This design comes from an exercise in tuning for small area, a short achievable clock period and few clock cycles per item on the open sky130 flow, not from production work.
No functional check of the RTL was part of any run shown here.
Power figures rest on the tool's default switching activity, not on a simulated workload.

==> flow/design.v (outline; a module is shown in full before it is edited, if it fits) <==
// module dot8: 3086 lines
// module systolic_mm_top: 109 lines
module systolic_mm_top (
    input  logic                  clk,
    input  logic                  rst,
    input  logic                  in_valid,
    input  logic [8-1:0] in_data,
    output logic                  out_valid,
    output logic [8-1:0] out_data,
    output logic                  busy,
    output logic                  done
);
  // ...
==> flow/flow/run.sh <==
#!/bin/bash
# Standard ORFS layout, except that synthesis skips the "abc -fast" pass of
# yosys synth's fine step (synth -noabc), so extract_fa sees the adder
# logic as written instead of after an ABC remap that flips polarities and
# leaves inverters around the full-adder cells. Everything else is the standard flow's
# standard.sh and synth_recipe.tcl unchanged.
set -euo pipefail
cd "$(dirname "$0")/.."
first='proc synth {args} { yosys synth -nofsm -noshare {*}$args }'
[[ "$(head -1 synth_recipe.tcl)" == "$first" ]] || { echo "unexpected synth_recipe.tcl" >&2; exit 1; }
{ echo 'proc synth {args} { yosys synth -nofsm -noshare -noabc {*}$args }'; tail -n +2 synth_recipe.tcl; } > noabc_synth.tcl
grep -q "SYNTH_SCRIPT=$PWD/synth_recipe.tcl" standard.sh || { echo "unexpected standard.sh" >&2; exit 1; }
sed "s#SYNTH_SCRIPT=$PWD/synth_recipe.tcl#SYNTH_SCRIPT=$PWD/noabc_synth.tcl#" standard.sh > noabc_standard.sh
bash noabc_standard.sh > layout.log 2>&1
==> flow/standard.sh <==
#!/bin/bash
# synth_recipe.tcl (not shown) runs the flow's synth.tcl, then flattens the netlist and writes it again
# the make line also repeats each setting of config.mk as NAME=value (left out here)
make -C /OpenROAD-flow-scripts/flow DESIGN_CONFIG=/design/flow/config.mk WORK_HOME=/design/flow/orfs CLKGATE_MAP_FILE= SYNTH_SCRIPT=/design/flow/synth_recipe.tcl "${@:-finish}"
==> flow/config.mk <==
export PLATFORM = sky130hd
export DESIGN_NAME = systolic_mm_top
export DESIGN_NICKNAME = systolic_mm_top
export VERILOG_FILES = /design/flow/design.v
export SDC_FILE = /design/flow/constraint.sdc
export NUM_CORES = 4
export LEC_CHECK = 0
export CAP_MARGIN = 20
export CORE_MARGIN = 2
export CORE_UTILIZATION = 70
export CTS_CLUSTER_DIAMETER = 60
export CTS_CLUSTER_SIZE = 34
export SETUP_SLACK_MARGIN = 3.7
export SLEW_MARGIN = 20
==> flow/constraint.sdc <==
create_clock -name core_clock -period 6.0 [get_ports {clk}]
set_input_delay 1.2000 -clock core_clock [delete_from_list [all_inputs] [get_ports {clk}]]
set_output_delay 1.2000 -clock core_clock [all_outputs]
set_load 0.01 [all_outputs]
==> results.txt, run 1 <==
* Status: timing/DRC/antenna clean
* IO Pins at 22
* Max Fclk at 387 MHz
* Seq/total area at 70.4%
* Worst-path fanout max at 5
* GRT Util Overall at 29.0%
* Cts hold-fix bufs at 0
* Final instance area at 54200 sq um
* Drt first-iter violations at 2398
* Seq. pwr at 10400 uW
* Post-CTS setup buffers at 3
* Post-synthesis xor/xnor area fraction at 1.61%
* Drt wl/cell at 28.1 um
* Global-route wire length before repair at 152000 um
* Syn Inst Count at 2613
* FFs & Latches at 1382
* Reg2reg path depth at 8
* Final antenna-violating net count at 0
* Clock latency (worst-skew pair) at 670 ps
* Most used routing layer: met2
* Sequential share of power at 57.3%
* Clk pwr at 6220 uW
* Clk_buf instances at 81
* Peak VDD IR at 0.621 mV
* Layout Cells excl Fill at 3642
* Worst hold path startpoint: dot8_inst.r5_s309$_DFF_P_
* # rows at 97
* Initial cell density of the core at 71.0%
* Static Leak at 0.0181 uW
* Crit. End Element: flip-flop
* CP Depth at 8
* Layout cells sized above 1 at 8.26%
* Comb pwr share at 8.4%
* Syn-to-layout area delta at 8.48%
* Tap Count at 940
* Simple-Gate Fraction of Synth Area at 4.65%
* Top layer reached by signal wires: met4
* Synth area leader: edfxtp_1
* Critical path's most frequent cell: a21o_1
* Metal-1 WL at 41200 um
* Multi-input gate area at 11400 sq um
==> module systolic_mm_top, before the edit <==
module systolic_mm_top (
    input  logic                  clk,
    input  logic                  rst,
    input  logic                  in_valid,
    input  logic [8-1:0] in_data,
    output logic                  out_valid,
    output logic [8-1:0] out_data,
    output logic                  busy,
    output logic                  done
);
    logic       ld;        
    logic [6:0] icnt;      
    logic       start;
    logic       acc;
    logic [6:0] idx;       
    logic       bz;        
    logic       bz_nxt;
    assign start  = in_valid && (!bz || done);
    assign bz_nxt = start || (bz && !done);
    assign acc   = in_valid && (ld || start);
    assign idx   = start ? 7'd0 : icnt;
    logic       rm;        
    logic [5:0] rc;        
    logic       f127;      
    logic       rm_nxt;
    logic [5:0] rc_nxt;
    assign rm_nxt = f127 || (rm && rc != 6'd55);
    assign rc_nxt = f127 ? 6'd0 : rc + 6'd1;
    logic [7:0] d_r;       
    logic [7:0] aen;       
    logic       ben;       
    logic       tv;        
    logic       tlast;     
    logic [7:0] lh;
    logic [7:0] lcur;
    assign lcur = start ? 8'h01 : lh;
    always_ff @(posedge clk) begin
        d_r  <= in_data;
        busy <= rst && bz_nxt;
    end
    always_ff @(posedge clk or negedge rst) begin
        if (!rst) begin
            ld    <= 1'b0;
            icnt  <= '0;
            lh    <= 8'h01;
            bz    <= 1'b0;
            rm    <= 1'b0;
            rc    <= '0;
            f127  <= 1'b0;
            aen   <= '0;
            ben   <= 1'b0;
            tv    <= 1'b0;
            tlast <= 1'b0;
        end else begin
            bz   <= bz_nxt;
            if (acc) begin
                lh <= (idx[2:0] == 3'd7) ? lcur : {lcur[6:0], lcur[7]};
                icnt <= idx + 7'd1;
                ld   <= (idx != 7'd127);
            end
            f127 <= acc && (idx == 7'd127);
            rm   <= rm_nxt;
            rc   <= rm_nxt ? rc_nxt : 6'd0;
            for (int m = 0; m < 8; m++) begin
                aen[m] <= (acc && !idx[6] && lcur[m])
                       || (acc && idx == 7'd127)
                       || (rm_nxt && rc_nxt[2:0] == 3'd7);
            end
            ben   <= (acc && idx[6]) || rm_nxt;
            tv    <= (acc && idx[6:3] == 4'hf) || rm_nxt;
            tlast <= rm_nxt && rc_nxt == 6'd55;
        end
    end
    logic [63:0]  la [8];   
    logic [511:0] bq;       
    logic [7:0]   tap7;
    assign tap7 = rm ? bq[7:0] : d_r;
    logic [7:0] t7;
    always_ff @(posedge clk) begin
        t7 <= rm_nxt ? (ben ? bq[15:8] : bq[7:0]) : in_data;
    end
    always_ff @(posedge clk) begin
        for (int m = 0; m < 8; m++) begin
            if (aen[m]) la[m] <= {d_r, la[m][63:8]};
        end
        if (ben) bq <= {tap7, bq[511:8]};
    end
    logic [63:0] ta;
    logic [63:0] tb;
    for (genvar m = 0; m < 8; m++) begin : g_tap
        assign ta[8*m +: 8] = la[m][7:0];
        if (m < 7) begin : g_q
            assign tb[8*m +: 8] = bq[8*(8*m+8) +: 8];
        end else begin : g_7
            assign tb[8*m +: 8] = t7;
        end
    end
    dot8 dot8_inst (
        .clk    (clk),
        .rst    (rst),
        .a      (ta),
        .b      (tb),
        .vin    (tv),
        .lin    (tlast),
        .res    (out_data),
        .vout   (out_valid),
        .lout   (done)
    );
endmodule
==> run 2: changes to the inputs <==
--- a/flow/design.v
+++ b/flow/design.v
@@ -3100,2 +3100,4 @@
     logic [6:0] icnt;      
+    logic       bz;        
+    logic       bz_nxt;
     logic       start;
@@ -3103,20 +3105,6 @@
     logic [6:0] idx;       
-    logic       bz;        
-    logic       bz_nxt;
     assign start  = in_valid && (!bz || done);
+    assign acc    = in_valid && (ld || start);
+    assign idx    = start ? 7'd0 : icnt;
     assign bz_nxt = start || (bz && !done);
-    assign acc   = in_valid && (ld || start);
-    assign idx   = start ? 7'd0 : icnt;
-    logic       rm;        
-    logic [5:0] rc;        
-    logic       f127;      
-    logic       rm_nxt;
-    logic [5:0] rc_nxt;
-    assign rm_nxt = f127 || (rm && rc != 6'd55);
-    assign rc_nxt = f127 ? 6'd0 : rc + 6'd1;
-    logic [7:0] d_r;       
-    logic [7:0] aen;       
-    logic       ben;       
-    logic       tv;        
-    logic       tlast;     
     logic [7:0] lh;
@@ -3124,38 +3112,29 @@
     assign lcur = start ? 8'h01 : lh;
-    always_ff @(posedge clk) begin
-        d_r  <= in_data;
-        busy <= rst && bz_nxt;
-    end
+    logic       rm;
+    logic [5:0] rc;
+    logic       tvr;       
+    logic       rm_nxt;
+    assign rm_nxt = (acc && idx == 7'd127) || (rm && rc != 6'd56);
     always_ff @(posedge clk or negedge rst) begin
         if (!rst) begin
-            ld    <= 1'b0;
-            icnt  <= '0;
-            lh    <= 8'h01;
-            bz    <= 1'b0;
-            rm    <= 1'b0;
-            rc    <= '0;
-            f127  <= 1'b0;
-            aen   <= '0;
-            ben   <= 1'b0;
-            tv    <= 1'b0;
-            tlast <= 1'b0;
+            ld   <= 1'b0;
+            bz   <= 1'b0;
+            rm   <= 1'b0;
+            tvr  <= 1'b0;
         end else begin
-            bz   <= bz_nxt;
             if (acc) begin
-                lh <= (idx[2:0] == 3'd7) ? lcur : {lcur[6:0], lcur[7]};
-                icnt <= idx + 7'd1;
-                ld   <= (idx != 7'd127);
+                ld <= (idx != 7'd127);
             end
-            f127 <= acc && (idx == 7'd127);
-            rm   <= rm_nxt;
-            rc   <= rm_nxt ? rc_nxt : 6'd0;
-            for (int m = 0; m < 8; m++) begin
-                aen[m] <= (acc && !idx[6] && lcur[m])
-                       || (acc && idx == 7'd127)
-                       || (rm_nxt && rc_nxt[2:0] == 3'd7);
-            end
-            ben   <= (acc && idx[6]) || rm_nxt;
-            tv    <= (acc && idx[6:3] == 4'hf) || rm_nxt;
-            tlast <= rm_nxt && rc_nxt == 6'd55;
+            bz  <= bz_nxt;
+            rm  <= rm_nxt;
+            tvr <= acc && idx[6:3] == 4'hf && idx[2:0] != 3'd7;
+        end
+    end
+    always_ff @(posedge clk) begin
+        if (acc) begin
+            icnt <= idx + 7'd1;
+            lh   <= (idx[2:0] == 3'd7) ? lcur : {lcur[6:0], lcur[7]};
         end
+        rc   <= rm ? rc + 6'd1 : 6'd0;
+        busy <= rst && bz_nxt;   
     end
@@ -3163,13 +3142,15 @@
     logic [511:0] bq;       
-    logic [7:0]   tap7;
-    assign tap7 = rm ? bq[7:0] : d_r;
-    logic [7:0] t7;
-    always_ff @(posedge clk) begin
-        t7 <= rm_nxt ? (ben ? bq[15:8] : bq[7:0]) : in_data;
+    logic [7:0]   aen;
+    logic         ben;
+    always_comb begin
+        for (int m = 0; m < 8; m++) begin
+            aen[m] = (acc && !idx[6] && lcur[m]) || (rm && rc[2:0] == 3'd0);
+        end
     end
+    assign ben = (acc && idx[6]) || rm;
     always_ff @(posedge clk) begin
         for (int m = 0; m < 8; m++) begin
-            if (aen[m]) la[m] <= {d_r, la[m][63:8]};
+            if (aen[m]) la[m] <= {in_data, la[m][63:8]};
         end
-        if (ben) bq <= {tap7, bq[511:8]};
+        if (ben) bq <= {(rm ? bq[7:0] : in_data), bq[511:8]};
     end
@@ -3179,7 +3160,3 @@
         assign ta[8*m +: 8] = la[m][7:0];
-        if (m < 7) begin : g_q
-            assign tb[8*m +: 8] = bq[8*(8*m+8) +: 8];
-        end else begin : g_7
-            assign tb[8*m +: 8] = t7;
-        end
+        assign tb[8*m +: 8] = bq[8*(8*m+7) +: 8];
     end
@@ -3190,4 +3167,4 @@
         .b      (tb),
-        .vin    (tv),
-        .lin    (tlast),
+        .vin    (tvr || rm),
+        .lin    (rm && rc == 6'd56),
         .res    (out_data),
==> results.txt, run 2 <==
* Status: timing/DRC/antenna clean (unchanged)
* H-tree level count at 3 (unchanged)
* WP buf/inv at 1 (was 0)
* Cells after DPL at 3447 (was 3500)
* Crit. End Element: output port (was flip-flop)
* Pwr/cell area at 575 nW/um^2 (was 336 nW/um^2)
* Clock latency (worst-skew pair) at 650 ps (was 670 ps)
* Most common cell after layout, fill and taps aside: edfxtp_1 (unchanged)
* Sequential-to-total area share from yosys stat at 76.3% (about the same)
* IO Pins at 22 (unchanged)
* Worst-Margin Slew at 767 ps (was 1130 ps)
* Clk Tree Root Cell: clkbuf_16 (unchanged)
* Final worst path period share at 38.6% (was 43.1%)
* Vias in the first global route at 22500 (was 23400)
* Arr. time, crit path at 1120 ps (was 3160 ps)
* Max-cap violations at 0 (unchanged)
* Reg2reg path depth at 9 (was 8)
* Post-synth EDFFs at 1039 (was 1024)
* Min Tclk post-route at 2320 ps (was 2580 ps)
* Worst-path cell chain: buf_6 (was fa_1, ha_1, ha_1, a21o_1, a21o_1, a21o_1, a41oi_2, xnor2_1)
* Worst setup path class: reg2out (was reg2reg)
* WHS at 322 ps (was 324 ps)
* Final instance area at 53900 sq um (was 54200 sq um)
* CP Launch Point: dot8_inst.lout$_DFF_P_ (was dot8_inst.r8_c398$_DFF_P_)
* Yosys warning count at 3 (unchanged)
* Hold path depth at 0 (unchanged)
* Synth area leader: edfxtp_1 (unchanged)
* Reg-to-Reg Start: dot8_inst.r8_r5_s352$_DFF_P_ (was dot8_inst.r8_c398$_DFF_P_)
* Number of buffers created by CTS at 70 (was 72)
* Multi-input gate area at 11600 sq um (was 11400 sq um)
* Fin Setup TNS at 0 ps (unchanged)
* Unrepaired setup endpoints after global routing: yes (unchanged)
* Largest net degree at the start of global routing at 60 (was 176)
* Final antenna-violating net count at 0 (unchanged)
* Max Fclk at 431 MHz (was 387 MHz)
* Synthesized area at 49300 sq um (was 50000 sq um)
* Vias per std cell at 5.80 (was 5.95)
* Final WL at 95900 um (was 102000 um)
* Critical Path Max Stage Delay at 340 ps (was 490 ps)
* Detailed Place HPWL at 61300 um (was 65700 um)
* Primary FF master, synth: edfxtp_1 (unchanged)
* Avg Inst Size Synth at 19.3 sq um (was 19.1 sq um)
* DIE WIDTH at 269 um (was 271 um)
* Worst Hold Class: reg2reg (unchanged)
* Initial cell density of the core at 70.5% (was 71.0%)
* Die footprint at 72500 sq um (was 73500 sq um)
* Number of port buffers at 21 (unchanged)
* Placed cell area at 50500 sq um (was 51200 sq um)
* Syn Inst Count at 2549 (was 2613)
* Syn-to-layout area delta at 9.48% (was 8.48%)
* Cts hold-fix bufs at 0 (unchanged)
* Clock Sinks at 1355 (was 1382)
* Synth unique cells at 39 (was 47)
* Top flop regs: bq x512, la x512 (unchanged)
* Endpoints failing hold at 0 (unchanged)
* Layout Cells excl Fill at 3632 (was 3642)
* FILL cells at 3823 (was 3700)
* Initial antenna violation count at 2 (was 6)
* Die Y at 269 um (was 271 um)
* # setup viols final at 0 (unchanged)
* Post-Syn Nets at 2956 (was 3020)
* Most common cell in the synthesized netlist: edfxtp_1 (unchanged)
* DR DRC count at 0 (unchanged)
* First-pass DRT Iterations at 6 (unchanged)
* Via count at 21100 (was 21700)
* #FFs+latches synth at 1355 (was 1382)
* Global-route wire length before repair at 142000 um (was 152000 um)
* Peak VDD IR at 0.542 mV (was 0.621 mV)
* # rows at 97 (unchanged)
* CP Depth at 1 (was 8)
* Max-slew violation count at 0 (unchanged)
* GRT Util Overall at 27.2% (was 29.0%)
* Total gr overflow at 0 (unchanged)
* Worst hold path startpoint: dot8_inst.r5_r2_s150$_DFF_P_ (was dot8_inst.r5_s309$_DFF_P_)
* Static Leak at 0.0184 uW (was 0.0181 uW)
* TritonCTS clock tree: done (unchanged)
* Drt wl/cell at 26.4 um (was 28.1 um)
* Async set-reset flop share out of synthesis at 0.738% (was 3.04%)
* CTS max path bufs at 3 (unchanged)
* Drt first-iter violations at 2030 (was 2398)
* Clk slew on worst S/H paths at 110 ps (about the same)
* Fin nets at 3044 (was 3050)
* Fin util at 77.2% (was 77.0%)
* Slowest-stage cell, CP: dfxtp_2 (was fa_1)
* Core box area at 69900 sq um (was 70400 sq um)
* Most frequent cells in the layout: edfxtp_1 (1039), nand2_1 (420), fa_1 (368) (was edfxtp_1 (1024), nand2_1 (434), fa_1 (367))
* Area contributors post-synth: edfxtp_1 (63%), fa_1 (15%), dfxtp_1 (12%), nand2_1 (3.2%), xnor2_1 (1.2%) (was edfxtp_1 (62%), fa_1 (15%), dfxtp_1 (13%), nand2_1 (3.3%), dfrtp_1 (2.1%))
* Required @ worst endpoint at 4800 ps (was 6570 ps)
* Post-synth top cells: edfxtp_1 (1039), nand2_1 (421), fa_1 (368) (was edfxtp_1 (1024), nand2_1 (436), fa_1 (368))
* Slew headroom at 48.9% (was 24.9%)
* Layout cells sized above 1 at 10.1% (was 8.26%)
* Final Skew at 45.9 ps (was 44.7 ps)
* Synth top area share at 63.3% (was 61.5%)
* Routability Congestion at 0.877 (was 0.918)
* Setup crit start kind: flip-flop (unchanged)
* FF/Latch Area at 37600 sq um (was 38200 sq um)
* Largest delay share family, worst path: flip-flops (was adder cells)
* Worst-path fanout max at 2 (was 5)
run 2: final cells by class:
class / count / area share (%)
clock buffer: 74 / 3.32
timing repair buffer: 80 / 1.68
tap: 940 / 2.18
antenna: 2 / 0.00928
inverter: 47 / 0.327
sequential: 1355 / 69.7
multi-input combinational: 1083 / 21.5
clock inverter: 51 / 1.36
run 2: final timing paths:
kind / to / slack (ps)
setup / recovery: done / 3680
hold / removal: dot8_inst.r8_r5_r2_s150$_DFF_P_ / 320
setup reg to reg: dot8_inst.res[5]$_DFF_P_ / 3700
hold reg to reg: dot8_inst.r8_r5_r2_s150$_DFF_P_ / 320
max in group asynchronous: rm$_DFF_PN0_ / 4850
min in group asynchronous: bz$_DFF_PN0_ / 830
run 2: metrics by stage:
| stage | setup slack, ps | total power [uW] |
|---|---|---|
| floorplan | 432 | 21100 |
| global placement | 1990 | 24400 |
| detailed placement | 1890 | 24900 |
| CTS | 3660 | 30900 |
| global route | 3620 | 32800 |
| finish | 3680 | 31000 |
run 2: per-layer routing:
metal / GRT usage [%] / vias to the layer above / routed length (um)
met4: 10.1 / 0 / 4090
met1: 36.3 / 11000 / 37000
met3: 5.00 / 185 / 6010
met5: 0 / - / 0
li1: - / 8980 / -
met2: 45.7 / 856 / 48900
run 2: kinds of logic (layout without fill, tap and decap cells):
logic type	count (synthesis)	count (layout)	share of synthesized area, %
and+or+nand+nor	539	543	4.65
muxes	8	8	0.183
AOI/OAI and AO/OA	28	44	0.432
adders and majority gates	396	396	15.7
other	0	2	0
buffers and inverters	131	252	1.10
DFF	1355	1355	76.3
xor gates and xnor gates	92	92	1.71
run 2: report_power, final:
part	internal, uW	switching, uW
Combinational	4540	5790
Sequential	13500	1550
Clock	2430	3260
run 2: timing repair:
item | 4_1_cts | 5_1_grt
gates cloned | 19 | 3
buffers inserted | 13 | 23
pin swaps | 6 | 5
gates resized for setup | 102 | 19
setup endpoints to repair | 1070 | 171
hold endpoints to repair | 0 | 0

separate check: timing with driven ports:
The results above use ideal ports. As a check the final layouts listed here were re-extracted and re-timed, cells and wires unchanged. Step 1: set_driving_cell puts a clkbuf_16 on clk and a buf_2 on each other input, an assumption about the parent block. Step 2 also shifts input and output timing later by t, the mid clock arrival at the registers, as if the neighbouring blocks saw the same clock. Three values: no drivers, after step 1, after step 2; two values: the first two.
run	t, ns	slack for setup (ns)	latest minus earliest clock arrival (ns)	worst register clock-pin slew, ns
run 1	0.713	3.416 / 3.416 / 3.416	0.048 / 0.048	0.13 / 0.13
run 2	0.706	3.682 / 3.611 / 3.039	0.054 / 0.055	0.12 / 0.12
After both steps every run listed still meets setup and hold. For run 2, which loses most, drivers alone change the setup slack by -0.071 ns; drivers and shift together by -0.643 ns.
